What follows belongs to an exercise in optimizing a design on an open flow for small area, a short achievable clock period and few clock cycles per item; a production flow would make more cautious choices.
No run shown here included a check of the RTL's function; only the layout flow was run.
Power and IR drop assume default switching activity.

## flow/design.v (module list and top-level ports; edited modules follow where they fit)
// module csa_fa: 9 lines
// module csa_ha: 8 lines
// module binary_neuron: 999 lines
module binary_neuron (
    input  logic                    clk,
    input  logic                    reset,
    input  logic                    in_valid,
    output logic                    in_ready,
    input  logic [320:0]            in_req,
    output logic                    out_valid,
    input  logic                    out_ready,
    output logic [9:0]              out_sum
);
  // ...
==> flow/flow/run.sh <==
#!/bin/bash
# The standard layout (standard.sh: ORFS synthesis to final layout), with
# two changes:
#  - the input and output ports are buffered with the smallest buffer,
#    sky130_fd_sc_hd__buf_1, instead of the cell buffer_ports picks by default
#    (clkdlybuf4s50_1); later repair steps may still resize them;
#  - clock tree synthesis adds no dummy loads to the clock tree.
set -euo pipefail
export BUFFER_PORTS_ARGS="-buffer_cell sky130_fd_sc_hd__buf_1"
export CTS_ARGS="-sink_clustering_enable -repair_clock_nets -buf_list sky130_fd_sc_hd__clkbuf_8 -dont_use_dummy_load"
bash standard.sh > standard_flow.log 2>&1
==> flow/standard.sh <==
#!/bin/bash
# synth_recipe.tcl (not shown) runs the flow's synth.tcl, then flattens the netlist and writes it again
# the make line also repeats each setting of config.mk as NAME=value (left out here)
make -C /OpenROAD-flow-scripts/flow DESIGN_CONFIG=/design/flow/config.mk WORK_HOME=/design/flow/orfs CLKGATE_MAP_FILE= SYNTH_SCRIPT=/design/flow/synth_recipe.tcl "${@:-finish}"
==> flow/config.mk <==
export PLATFORM = sky130hd
export DESIGN_NAME = binary_neuron
export DESIGN_NICKNAME = binary_neuron
export VERILOG_FILES = /design/flow/design.v
export SDC_FILE = /design/flow/constraint.sdc
export NUM_CORES = 4
export LEC_CHECK = 0
export CAP_MARGIN = 20
export CORE_MARGIN = 2
export CORE_UTILIZATION = 40
export CTS_BUF_LIST = sky130_fd_sc_hd__clkbuf_8
export SLEW_MARGIN = 20
export SYNTH_HIERARCHICAL = 1
export SYNTH_MINIMUM_KEEP_SIZE = 0
==> flow/constraint.sdc <==
create_clock -name core_clock -period 6.0 [get_ports {clk}]
set_input_delay 1.2000 -clock core_clock [delete_from_list [all_inputs] [get_ports {clk}]]
set_output_delay 1.2000 -clock core_clock [all_outputs]
set_load 0.01 [all_outputs]
==> flow_summary.ini, run 1 <==
[outcome]
status = no timing/DRC/antenna violations

[power]
intPower_mw = 5.439
peakVddDrop_mv = 0.3263
power.share.clock_pct = 14.8

[finish]
diodes = 0
fillers = 3483
largest_reg_flops = 40
multiInputGateArea_mm2 = 0.008927
clock_area_share_pct = 3.601

[synth]
synth_cells = 1214
synth_xor_area_share_pct = 11.55
async_flop_share_pct = 0
synthAdderAreaFrac_pct = 33.65
avgSynthCellArea_um2 = 12.43

[critical_path]
crit_end = r2_s385$_DFF_P_
worstSetupPathDepth = 4
critPathLaunch = r1_s287$_DFF_P_
ff2ff_setup_slack_ns = 3.41
startpoint_type = flip-flop

[grt]
grt_start_max_net_pins = 27
antenna_found_initial = 0

[timing]
rsz0062_at_grt = no
fin_hold_ws_ns = 0.3246

[route]
via_count = 9465
wl_met2_um = 18650
ant_nets = 0
top_layer = met4

[clocking]
cts_sinks = 274
path_clk_slew_ns = 0.06
tritoncts = yes
clock_latency_ns = 0.54
hold_buffers = 0

[floorplan]
rows = 71

[min_path]
hold_depth = 0
min_delay_worst_endpoint = r3_s159$_DFF_P_
hp-class = reg -> reg
==> run 2, diff against run 1 <==
--- a/flow/design.v
+++ b/flow/design.v
@@ -214,17 +214,17 @@
     wire p2_61 = in_req[75] ^ (~in_req[3] & (in_req[73] | in_req[74]));
     wire q3_61 = ~(in_req[76] ^ (~in_req[3] & (in_req[73] | in_req[74] | in_req[75])));
     wire p1_62 = in_req[70] ^ (~in_req[2] & in_req[69]);
     wire p2_62 = in_req[71] ^ (~in_req[2] & (in_req[69] | in_req[70]));
     wire q3_62 = ~(in_req[72] ^ (~in_req[2] & (in_req[69] | in_req[70] | in_req[71])));
     wire p1_63 = in_req[66] ^ (~in_req[1] & in_req[65]);
     wire p2_63 = in_req[67] ^ (~in_req[1] & (in_req[65] | in_req[66]));
     wire q3_63 = ~(in_req[68] ^ (~in_req[1] & (in_req[65] | in_req[66] | in_req[67])));
-    logic r1_s39, r1_s41, r1_s43, r1_s45, r1_s47, r1_s49, r1_s51, r1_s53, r1_s55, r1_s107, r1_c44, r1_c46, r1_c48, r1_c50, r1_c52, r1_c54, r1_c56, r1_s109, r1_s111, r1_s113, r1_s115, r1_s117, r1_s119, r1_s121, r1_s123, r1_s125, r1_s127, r1_s129, r1_s131, r1_s133, r1_s135, r1_s161, r1_s163, r1_s165, r1_s167, r1_s169, r1_s171, r1_s173, r1_s175, r1_s177, r1_s179, r1_s181, r1_s183, r1_s185, r1_s187, r1_s189, r1_s191, r1_s193, r1_s195, r1_s197, r1_s199, r1_s201, r1_c110, r1_c112, r1_c114, r1_c116, r1_c118, r1_c120, r1_c122, r1_c124, r1_c126, r1_c128, r1_c130, r1_c132, r1_c134, r1_c136, r1_s203, r1_s205, r1_s207, r1_s209, r1_s211, r1_s213, r1_s215, r1_s217, r1_q3_62, r1_q3_63, r1_c162, r1_c164, r1_c166, r1_c168, r1_c170, r1_c172, r1_c174, r1_c176, r1_c178, r1_c180, r1_c182, r1_c184, r1_c186, r1_c188, r1_c190, r1_c192, r1_c194, r1_c196, r1_c198, r1_c200, r1_c202, r1_s273, r1_s275, r1_s277, r1_s279, r1_s281, r1_s283, r1_s285, r1_s287, r1_s289, r1_s291, r1_s293, r1_s295, r1_s297, r1_s299, r1_s301, r1_s303, r1_s305, r1_s307, r1_s309, r1_s311, r1_s313, r1_c204, r1_c206, r1_c208, r1_c210, r1_c212, r1_c214, r1_c216, r1_c218, r1_c274, r1_c276, r1_c278, r1_c280, r1_c282, r1_c284, r1_c286, r1_c288, r1_c290, r1_c292, r1_c294, r1_c296, r1_c298, r1_c300, r1_c302, r1_c304, r1_c306, r1_c308, r1_c310, r1_c312, r1_c314;
+    logic r1_s39, r1_s41, r1_s43, r1_s45, r1_s47, r1_s49, r1_s51, r1_s53, r1_s55, r1_s65, r1_s67, r1_s69, r1_s71, r1_s73, r1_s75, r1_s77, r1_s79, r1_s81, r1_s83, r1_s85, r1_s87, r1_s89, r1_s91, r1_s93, r1_s95, r1_s97, r1_s99, r1_s101, r1_s103, r1_s105, r1_s107, r1_c44, r1_c46, r1_c48, r1_c50, r1_c52, r1_c54, r1_c56, r1_s109, r1_s111, r1_s113, r1_s115, r1_s117, r1_s119, r1_s121, r1_p2_62, r1_p2_63, r1_c66, r1_c68, r1_c70, r1_c72, r1_c74, r1_c76, r1_c78, r1_c80, r1_c82, r1_c84, r1_c86, r1_c88, r1_c90, r1_c92, r1_c94, r1_c96, r1_c98, r1_c100, r1_c102, r1_c104, r1_c106, r1_c108, r1_s161, r1_s163, r1_s165, r1_s167, r1_s169, r1_s171, r1_s173, r1_s175, r1_s177, r1_s179, r1_s181, r1_s183, r1_s185, r1_s187, r1_s189, r1_s191, r1_s193, r1_s195, r1_s197, r1_s199, r1_s201, r1_c110, r1_c112, r1_c114, r1_c116, r1_c118, r1_c120, r1_c122, r1_q3_62, r1_q3_63, r1_c162, r1_c164, r1_c166, r1_c168, r1_c170, r1_c172, r1_c174, r1_c176, r1_c178, r1_c180, r1_c182, r1_c184, r1_c186, r1_c188, r1_c190, r1_c192, r1_c194, r1_c196, r1_c198, r1_c200, r1_c202, r1_s273, r1_s275, r1_s277, r1_s279, r1_s281, r1_s283, r1_s285, r1_s287, r1_s289, r1_s291, r1_s293, r1_s295, r1_s297, r1_s299, r1_s301, r1_s303, r1_s305, r1_s307, r1_s309, r1_s311, r1_s313, r1_c274, r1_c276, r1_c278, r1_c280, r1_c282, r1_c284, r1_c286, r1_c288, r1_c290, r1_c292, r1_c294, r1_c296, r1_c298, r1_c300, r1_c302, r1_c304, r1_c306, r1_c308, r1_c310, r1_c312, r1_c314;
     logic r2_s265, r2_s267, r2_s269, r2_s379, r2_c268, r2_s381, r2_c270, r2_s383, r2_s385, r2_c376, r2_c378, r2_c380, r2_s433, r2_c382, r2_s435, r2_s437, r2_s439, r2_c384, r2_c386, r2_s459, r2_s461, r2_s463, r2_c434, r2_c436, r2_c438, r2_s465, r2_c440, r2_s467, r2_s483, r2_c464, r2_c466, r2_c468, r2_s485, r2_c484, r2_c486, r2_s63, r2_s157, r2_s159;
     logic r3_s477, r3_c452, r3_s479, r3_c478, r3_s493, r3_c480, r3_c492, r3_s499, r3_c494, r3_c498, r3_c500, r3_s63, r3_s157, r3_s271, r3_s391, r3_s451, r3_s159;
     wire s1 = ~(in_req[317] ^ in_req[313]);
     wire c2 = in_req[317] | in_req[313];
     wire s3, c4;
     csa_fa u_s3 (.a(in_req[309]), .b(in_req[305]), .c(in_req[301]), .s(s3), .co(c4));
     wire s5, c6;
     csa_fa u_s5 (.a(in_req[297]), .b(in_req[293]), .c(in_req[289]), .s(s5), .co(c6));
@@ -340,45 +340,45 @@
     csa_fa u_s115 (.a(c20), .b(c22), .c(c24), .s(s115), .co(c116));
     wire s117, c118;
     csa_fa u_s117 (.a(c26), .b(c28), .c(c30), .s(s117), .co(c118));
     wire s119, c120;
     csa_fa u_s119 (.a(c32), .b(c34), .c(c36), .s(s119), .co(c120));
     wire s121, c122;
     csa_fa u_s121 (.a(c38), .b(c40), .c(c42), .s(s121), .co(c122));
     wire s123, c124;
-    csa_fa u_s123 (.a(s65), .b(s67), .c(s69), .s(s123), .co(c124));
+    csa_fa u_s123 (.a(r1_s65), .b(r1_s67), .c(r1_s69), .s(s123), .co(c124));
     wire s125, c126;
-    csa_fa u_s125 (.a(s71), .b(s73), .c(s75), .s(s125), .co(c126));
+    csa_fa u_s125 (.a(r1_s71), .b(r1_s73), .c(r1_s75), .s(s125), .co(c126));
     wire s127, c128;
-    csa_fa u_s127 (.a(s77), .b(s79), .c(s81), .s(s127), .co(c128));
+    csa_fa u_s127 (.a(r1_s77), .b(r1_s79), .c(r1_s81), .s(s127), .co(c128));
     wire s129, c130;
-    csa_fa u_s129 (.a(s83), .b(s85), .c(s87), .s(s129), .co(c130));
+    csa_fa u_s129 (.a(r1_s83), .b(r1_s85), .c(r1_s87), .s(s129), .co(c130));
     wire s131, c132;
-    csa_fa u_s131 (.a(s89), .b(s91), .c(s93), .s(s131), .co(c132));
+    csa_fa u_s131 (.a(r1_s89), .b(r1_s91), .c(r1_s93), .s(s131), .co(c132));
     wire s133, c134;
-    csa_fa u_s133 (.a(s95), .b(s97), .c(s99), .s(s133), .co(c134));
+    csa_fa u_s133 (.a(r1_s95), .b(r1_s97), .c(r1_s99), .s(s133), .co(c134));
     wire s135, c136;
-    csa_fa u_s135 (.a(s101), .b(s103), .c(s105), .s(s135), .co(c136));
+    csa_fa u_s135 (.a(r1_s101), .b(r1_s103), .c(r1_s105), .s(s135), .co(c136));
     wire s137, c138;
     csa_fa u_s137 (.a(r1_s107), .b(r1_c44), .c(r1_c46), .s(s137), .co(c138));
     wire s139, c140;
     csa_fa u_s139 (.a(r1_c48), .b(r1_c50), .c(r1_c52), .s(s139), .co(c140));
     wire s141, c142;
     csa_fa u_s141 (.a(r1_c54), .b(r1_c56), .c(r1_s109), .s(s141), .co(c142));
     wire s143, c144;
     csa_fa u_s143 (.a(r1_s111), .b(r1_s113), .c(r1_s115), .s(s143), .co(c144));
     wire s145, c146;
     csa_fa u_s145 (.a(r1_s117), .b(r1_s119), .c(r1_s121), .s(s145), .co(c146));
     wire s147, c148;
-    csa_fa u_s147 (.a(r1_s123), .b(r1_s125), .c(r1_s127), .s(s147), .co(c148));
+    csa_fa u_s147 (.a(s123), .b(s125), .c(s127), .s(s147), .co(c148));
     wire s149, c150;
-    csa_fa u_s149 (.a(r1_s129), .b(r1_s131), .c(r1_s133), .s(s149), .co(c150));
+    csa_fa u_s149 (.a(s129), .b(s131), .c(s133), .s(s149), .co(c150));
     wire s151, c152;
-    csa_fa u_s151 (.a(r1_s135), .b(c58), .c(c60), .s(s151), .co(c152));
+    csa_fa u_s151 (.a(s135), .b(c58), .c(c60), .s(s151), .co(c152));
     wire s153, c154;
     csa_fa u_s153 (.a(c62), .b(s137), .c(s139), .s(s153), .co(c154));
     wire s155, c156;
     csa_fa u_s155 (.a(s141), .b(s143), .c(s145), .s(s155), .co(c156));
     wire s157, c158;
     csa_fa u_s157 (.a(s147), .b(s149), .c(c64), .s(s157), .co(c158));
     wire s159, c160;
     csa_fa u_s159 (.a(s151), .b(s153), .c(s155), .s(s159), .co(c160));
@@ -420,31 +420,31 @@
     csa_fa u_s195 (.a(p2_50), .b(p2_51), .c(p2_52), .s(s195), .co(c196));
     wire s197, c198;
     csa_fa u_s197 (.a(p2_53), .b(p2_54), .c(p2_55), .s(s197), .co(c198));
     wire s199, c200;
     csa_fa u_s199 (.a(p2_56), .b(p2_57), .c(p2_58), .s(s199), .co(c200));
     wire s201, c202;
     csa_fa u_s201 (.a(p2_59), .b(p2_60), .c(p2_61), .s(s201), .co(c202));
     wire s203, c204;
-    csa_fa u_s203 (.a(p2_62), .b(p2_63), .c(c66), .s(s203), .co(c204));
+    csa_fa u_s203 (.a(r1_p2_62), .b(r1_p2_63), .c(r1_c66), .s(s203), .co(c204));
     wire s205, c206;
-    csa_fa u_s205 (.a(c68), .b(c70), .c(c72), .s(s205), .co(c206));
+    csa_fa u_s205 (.a(r1_c68), .b(r1_c70), .c(r1_c72), .s(s205), .co(c206));
     wire s207, c208;
-    csa_fa u_s207 (.a(c74), .b(c76), .c(c78), .s(s207), .co(c208));
+    csa_fa u_s207 (.a(r1_c74), .b(r1_c76), .c(r1_c78), .s(s207), .co(c208));
     wire s209, c210;
-    csa_fa u_s209 (.a(c80), .b(c82), .c(c84), .s(s209), .co(c210));
+    csa_fa u_s209 (.a(r1_c80), .b(r1_c82), .c(r1_c84), .s(s209), .co(c210));
     wire s211, c212;
-    csa_fa u_s211 (.a(c86), .b(c88), .c(c90), .s(s211), .co(c212));
+    csa_fa u_s211 (.a(r1_c86), .b(r1_c88), .c(r1_c90), .s(s211), .co(c212));
     wire s213, c214;
-    csa_fa u_s213 (.a(c92), .b(c94), .c(c96), .s(s213), .co(c214));
+    csa_fa u_s213 (.a(r1_c92), .b(r1_c94), .c(r1_c96), .s(s213), .co(c214));
     wire s215, c216;
-    csa_fa u_s215 (.a(c98), .b(c100), .c(c102), .s(s215), .co(c216));
+    csa_fa u_s215 (.a(r1_c98), .b(r1_c100), .c(r1_c102), .s(s215), .co(c216));
     wire s217, c218;
-    csa_fa u_s217 (.a(c104), .b(c106), .c(c108), .s(s217), .co(c218));
+    csa_fa u_s217 (.a(r1_c104), .b(r1_c106), .c(r1_c108), .s(s217), .co(c218));
     wire s219, c220;
     csa_fa u_s219 (.a(r1_s161), .b(r1_s163), .c(r1_s165), .s(s219), .co(c220));
     wire s221, c222;
     csa_fa u_s221 (.a(r1_s167), .b(r1_s169), .c(r1_s171), .s(s221), .co(c222));
     wire s223, c224;
     csa_fa u_s223 (.a(r1_s173), .b(r1_s175), .c(r1_s177), .s(s223), .co(c224));
     wire s225, c226;
     csa_fa u_s225 (.a(r1_s179), .b(r1_s181), .c(r1_s183), .s(s225), .co(c226));
@@ -454,27 +454,27 @@
     csa_fa u_s229 (.a(r1_s191), .b(r1_s193), .c(r1_s195), .s(s229), .co(c230));
     wire s231, c232;
     csa_fa u_s231 (.a(r1_s197), .b(r1_s199), .c(r1_s201), .s(s231), .co(c232));
     wire s233, c234;
     csa_fa u_s233 (.a(r1_c110), .b(r1_c112), .c(r1_c114), .s(s233), .co(c234));
     wire s235, c236;
     csa_fa u_s235 (.a(r1_c116), .b(r1_c118), .c(r1_c120), .s(s235), .co(c236));
     wire s237, c238;
-    csa_fa u_s237 (.a(r1_c122), .b(r1_c124), .c(r1_c126), .s(s237), .co(c238));
+    csa_fa u_s237 (.a(r1_c122), .b(c124), .c(c126), .s(s237), .co(c238));
     wire s239, c240;
-    csa_fa u_s239 (.a(r1_c128), .b(r1_c130), .c(r1_c132), .s(s239), .co(c240));
+    csa_fa u_s239 (.a(c128), .b(c130), .c(c132), .s(s239), .co(c240));
     wire s241, c242;
-    csa_fa u_s241 (.a(r1_c134), .b(r1_c136), .c(r1_s203), .s(s241), .co(c242));
+    csa_fa u_s241 (.a(c134), .b(c136), .c(s203), .s(s241), .co(c242));
     wire s243, c244;
-    csa_fa u_s243 (.a(r1_s205), .b(r1_s207), .c(r1_s209), .s(s243), .co(c244));
+    csa_fa u_s243 (.a(s205), .b(s207), .c(s209), .s(s243), .co(c244));
     wire s245, c246;
-    csa_fa u_s245 (.a(r1_s211), .b(r1_s213), .c(r1_s215), .s(s245), .co(c246));
+    csa_fa u_s245 (.a(s211), .b(s213), .c(s215), .s(s245), .co(c246));
     wire s247, c248;
-    csa_fa u_s247 (.a(r1_s217), .b(s219), .c(s221), .s(s247), .co(c248));
+    csa_fa u_s247 (.a(s217), .b(s219), .c(s221), .s(s247), .co(c248));
     wire s249, c250;
     csa_fa u_s249 (.a(s223), .b(s225), .c(s227), .s(s249), .co(c250));
     wire s251, c252;
     csa_fa u_s251 (.a(s229), .b(s231), .c(c138), .s(s251), .co(c252));
     wire s253, c254;
     csa_fa u_s253 (.a(c140), .b(c142), .c(c144), .s(s253), .co(c254));
     wire s255, c256;
     csa_fa u_s255 (.a(c146), .b(s233), .c(s235), .s(s255), .co(c256));
@@ -560,23 +560,23 @@
     csa_fa u_s335 (.a(r1_s287), .b(r1_s289), .c(r1_s291), .s(s335), .co(c336));
     wire s337, c338;
     csa_fa u_s337 (.a(r1_s293), .b(r1_s295), .c(r1_s297), .s(s337), .co(c338));
     wire s339, c340;
     csa_fa u_s339 (.a(r1_s299), .b(r1_s301), .c(r1_s303), .s(s339), .co(c340));
     wire s341, c342;
     csa_fa u_s341 (.a(r1_s305), .b(r1_s307), .c(r1_s309), .s(s341), .co(c342));
     wire s343, c344;
-    csa_fa u_s343 (.a(r1_s311), .b(r1_s313), .c(r1_c204), .s(s343), .co(c344));
+    csa_fa u_s343 (.a(r1_s311), .b(r1_s313), .c(c204), .s(s343), .co(c344));
     wire s345, c346;
-    csa_fa u_s345 (.a(r1_c206), .b(r1_c208), .c(r1_c210), .s(s345), .co(c346));
+    csa_fa u_s345 (.a(c206), .b(c208), .c(c210), .s(s345), .co(c346));
     wire s347, c348;
-    csa_fa u_s347 (.a(r1_c212), .b(r1_c214), .c(r1_c216), .s(s347), .co(c348));
+    csa_fa u_s347 (.a(c212), .b(c214), .c(c216), .s(s347), .co(c348));
     wire s349, c350;
-    csa_fa u_s349 (.a(r1_c218), .b(c220), .c(c222), .s(s349), .co(c350));
+    csa_fa u_s349 (.a(c218), .b(c220), .c(c222), .s(s349), .co(c350));
     wire s351, c352;
     csa_fa u_s351 (.a(c224), .b(c226), .c(c228), .s(s351), .co(c352));
     wire s353, c354;
     csa_fa u_s353 (.a(c230), .b(c232), .c(s315), .s(s353), .co(c354));
     wire s355, c356;
     csa_fa u_s355 (.a(s317), .b(s319), .c(s321), .s(s355), .co(c356));
     wire s357, c358;
     csa_fa u_s357 (.a(s323), .b(s325), .c(s327), .s(s357), .co(c358));
@@ -762,38 +762,76 @@
         r1_s41 <= s41;
         r1_s43 <= s43;
         r1_s45 <= s45;
         r1_s47 <= s47;
         r1_s49 <= s49;
         r1_s51 <= s51;
         r1_s53 <= s53;
         r1_s55 <= s55;
+        r1_s65 <= s65;
+        r1_s67 <= s67;
+        r1_s69 <= s69;
+        r1_s71 <= s71;
+        r1_s73 <= s73;
+        r1_s75 <= s75;
+        r1_s77 <= s77;
+        r1_s79 <= s79;
+        r1_s81 <= s81;
+        r1_s83 <= s83;
+        r1_s85 <= s85;
+        r1_s87 <= s87;
+        r1_s89 <= s89;
+        r1_s91 <= s91;
+        r1_s93 <= s93;
+        r1_s95 <= s95;
+        r1_s97 <= s97;
+        r1_s99 <= s99;
+        r1_s101 <= s101;
+        r1_s103 <= s103;
+        r1_s105 <= s105;
         r1_s107 <= s107;
         r1_c44 <= c44;
         r1_c46 <= c46;
         r1_c48 <= c48;
         r1_c50 <= c50;
         r1_c52 <= c52;
         r1_c54 <= c54;
         r1_c56 <= c56;
         r1_s109 <= s109;
         r1_s111 <= s111;
         r1_s113 <= s113;
         r1_s115 <= s115;
         r1_s117 <= s117;
         r1_s119 <= s119;
         r1_s121 <= s121;
-        r1_s123 <= s123;
-        r1_s125 <= s125;
-        r1_s127 <= s127;
-        r1_s129 <= s129;
-        r1_s131 <= s131;
-        r1_s133 <= s133;
-        r1_s135 <= s135;
+        r1_p2_62 <= p2_62;
+        r1_p2_63 <= p2_63;
+        r1_c66 <= c66;
+        r1_c68 <= c68;
+        r1_c70 <= c70;
+        r1_c72 <= c72;
+        r1_c74 <= c74;
+        r1_c76 <= c76;
+        r1_c78 <= c78;
+        r1_c80 <= c80;
+        r1_c82 <= c82;
+        r1_c84 <= c84;
+        r1_c86 <= c86;
+        r1_c88 <= c88;
+        r1_c90 <= c90;
+        r1_c92 <= c92;
+        r1_c94 <= c94;
+        r1_c96 <= c96;
+        r1_c98 <= c98;
+        r1_c100 <= c100;
+        r1_c102 <= c102;
+        r1_c104 <= c104;
+        r1_c106 <= c106;
+        r1_c108 <= c108;
         r1_s161 <= s161;
         r1_s163 <= s163;
         r1_s165 <= s165;
         r1_s167 <= s167;
         r1_s169 <= s169;
         r1_s171 <= s171;
         r1_s173 <= s173;
         r1_s175 <= s175;
@@ -812,31 +850,16 @@
         r1_s201 <= s201;
         r1_c110 <= c110;
         r1_c112 <= c112;
         r1_c114 <= c114;
         r1_c116 <= c116;
         r1_c118 <= c118;
         r1_c120 <= c120;
         r1_c122 <= c122;
-        r1_c124 <= c124;
-        r1_c126 <= c126;
-        r1_c128 <= c128;
-        r1_c130 <= c130;
-        r1_c132 <= c132;
-        r1_c134 <= c134;
-        r1_c136 <= c136;
-        r1_s203 <= s203;
-        r1_s205 <= s205;
-        r1_s207 <= s207;
-        r1_s209 <= s209;
-        r1_s211 <= s211;
-        r1_s213 <= s213;
-        r1_s215 <= s215;
-        r1_s217 <= s217;
         r1_q3_62 <= q3_62;
         r1_q3_63 <= q3_63;
         r1_c162 <= c162;
         r1_c164 <= c164;
         r1_c166 <= c166;
         r1_c168 <= c168;
         r1_c170 <= c170;
         r1_c172 <= c172;
@@ -871,24 +894,16 @@
         r1_s299 <= s299;
         r1_s301 <= s301;
         r1_s303 <= s303;
         r1_s305 <= s305;
         r1_s307 <= s307;
         r1_s309 <= s309;
         r1_s311 <= s311;
         r1_s313 <= s313;
-        r1_c204 <= c204;
-        r1_c206 <= c206;
-        r1_c208 <= c208;
-        r1_c210 <= c210;
-        r1_c212 <= c212;
-        r1_c214 <= c214;
-        r1_c216 <= c216;
-        r1_c218 <= c218;
         r1_c274 <= c274;
         r1_c276 <= c276;
         r1_c278 <= c278;
         r1_c280 <= c280;
         r1_c282 <= c282;
         r1_c284 <= c284;
         r1_c286 <= c286;
         r1_c288 <= c288;
==> flow_summary.ini, run 2 <==
[route]
dr.pass1.iters = 5
ant_nets = 0
wl_per_cell_um = 16.81
via_count = 9624
drc = 0
drt_iter0_markers = 338
post_drt_via_cell_ratio = 4.553
wl_um = 35540

[finish]
top_register = q_data
largest_reg_flops = 40
fillers = 3512
final_cell_mix = 336 x buf_1, 243 x fa_1, 239 x dfxtp_1, 215 x nor2_1, 131 x xnor2_1
finalNetCount = 2188
fin_util_pct = 47.41
layout_commonest_cell = buf_1
reg_top3 = q_data: 40 flops, out_sum: 10 flops, pending: 5 flops
drive_gt1_share_pct = 3.248
area_growth_pct = 16.31

[synth]
ys_top_cells_by_count = 243 x fa_1, 239 x dfxtp_1, 215 x nor2_1
syn-num-nets = 1814
avgSynthCellArea_um2 = 12.52
synth_most_common_cell = fa_1
ys.flop_type = dfxtp_1
synth-seq-area-share_pct = 40.84
ys_top_cells_by_area = fa_1 32%, dfxtp_1 31%, edfxtp_1 9.8%
ys_ff_latch = 289
netlist_area_mm2 = 0.01539
synth_top_area_share_pct = 31.61
synth_edf_count = 50
synth_cells = 1229
async_flop_share_pct = 0
ys_warn_count = 8
ys_types = 33
post-synth-top-area-cell = fa_1

[power]
peakVddDrop_mv = 0.3476
p_leak_nw = 6.655
pwr_density_cell_mw_per_mm2 = 501.9

[critical_path]
endpoint_kind = flip-flop
critPathRequiredTime_ns = 6.44
crit_fanout = 1
critPathArrivalTime_ns = 3.00
startpoint_type = flip-flop
criticalPathCategory = reg -> reg

[timing]
relSlewSlack_pct = 37.00
drv_slew = 0
setup_viol_count_final = 0
hold_viol = 0
setup_tns_ns = 0
fmax_mhz = 390.1
worst_slew_pin_slew_ns = 0.9437
rsz0062_at_grt = no
skew_ns = 0.08234
min_period_ns = 2.563
period_share_pct = 42.72

[grt]
grt_pass1_vias = 10471
gr-usage-met2_pct = 32.71
grt_first_pass_wirelength_um = 55810
grtUsageTotal_pct = 18.14
grt_start_max_net_pins = 27
grt_use_met1_pct = 22.72
met3_usage_pct = 2.489
grt-busiest-layer = met2
antenna_found_initial = 2
gr-total-overflow = 0

[placed_design]
portBuffers = 336
place.gp.congestion = 0.8495
hpwl_um = 30500

[min_path]
hp-class = reg -> reg

[clocking]
cts_buffer_depth = 3
tritoncts = yes
cts_resized = 0
clock_latency_ns = 0.56
h-tree-depth = 2
cts_inserted_buffers = 47
hold_buffers = 0
cts_sinks = 289
post_cts_buffers = 0
cts-root-buf = clkbuf_8
path_clk_slew_ns = 0.06

[floorplan]
die-area_mm2 = 0.04006
die_y_um = 200.2
rows = 71
die_x_um = 200.2
start_util_pct = 40.77
ios = 337
core_mm2 = 0.03776

[flow_run]
cap_violations = 0

[outcome]
status = no timing/DRC/antenna violations
run 2: Yosys stat by module (local to each module, per instance):
module | copies in the design | cells | area [um^2] | flip-flops and latches
csa_fa | 243 | 1 | 20.02 | 0
binary_neuron | 1 | 986 | 10530 | 289
run 2: per-layer routing:
layer,up-vias,part of all wire (%)
met2,289,51
met5,-,0
met4,0,2.4
li1,4645,-
met3,54,4.5
met1,4636,42
run 2: stage by stage:
step	hold WS (ns)	worst slack [ns]	instances	power (mW)	cell area (um^2)
floorplan	0.3096	3.347	1229	6.080	15390
global placement	0.3143	3.214	2065	7.646	17250
detailed placement	0.3153	3.118	2065	7.771	17250
CTS	0.3273	3.411	2112	9.148	17900
global route	0.3380	3.242	2114	9.857	17900
finish	0.3239	3.437	2114	8.984	17900
run 2: final cells by class:
cell class	count	area (um^2)	area share, %
well taps	511	639.4	3.572
repair buffers	336	1261	7.046
inverters	36	135.1	0.7549
multi-input cells	893	8927	49.87
clock buffers	47	646.9	3.614
flip-flops and latches	289	6286	35.12
diodes	2	5.005	0.02796
run 2: path summary, 6_finish.rpt:
check                        from               to  slack, ns  cells past startpoint
hold reg to reg   r2_s157$_DFF_P_  r3_s157$_DFF_P_       0.32                      0
setup / recovery  r1_s287$_DFF_P_  r2_s385$_DFF_P_       3.44                      4
hold / removal    r2_s157$_DFF_P_  r3_s157$_DFF_P_       0.32                      0
setup reg to reg  r1_s287$_DFF_P_  r2_s385$_DFF_P_       3.44                      4
run 2: kinds of logic after synthesis:
family	Yosys count	synth area share (%)
AO/OA/AOI/OAI	56	2.512
XOR/XNOR	199	11.32
adder cells (fa/ha/maj)	260	32.99
buffers and inverters	47	1.154
flip-flops	289	40.84
multiplexers	2	0.1301
AND/OR/NAND/NOR	376	11.05
run 2: power breakdown:
| group | switching (mW) | internal (mW) | total, mW |
|---|---|---|---|
| combinational | 2.44 | 2.05 | 4.50 |
| sequential | 0.311 | 2.82 | 3.13 |
| clock | 0.662 | 0.689 | 1.35 |
run 2: critical path, stage by stage (launching register included):
cell and delay [ns]:
dfxtp_1 0.31, fa_1 0.53, fa_1 0.68, fa_1 0.48, fa_1 0.45

static timing again, ports no longer ideal:
How much do the figures lean on ideal ports? The routed layouts below were timed once more, with nothing changed but the port constraints.
Step 1, drivers: a clkbuf_16 drives clk and a buf_2 each remaining input, both assumed.
Step 2 moves the port delays by t, midway between the first and last clock arrival at a register: inputs arrive t later, outputs are due t later. That takes back most of the time a late clock gives input paths.
Slacks: ideal / step 1 / step 2; pairs: ideal / step 1.
run	t, ns	setup slack, ns	worst hold slack (ns)
run 1	0.561	3.414 / 3.414 / 3.074	0.325 / 0.325 / 0.325
run 2	0.567	3.437 / 3.437 / 3.103	0.324 / 0.324 / 0.324
After both steps setup and hold are still met in every run listed. For run 1, which loses most, drivers alone change the setup slack by 0.000 ns; drivers and shift together by -0.340 ns.
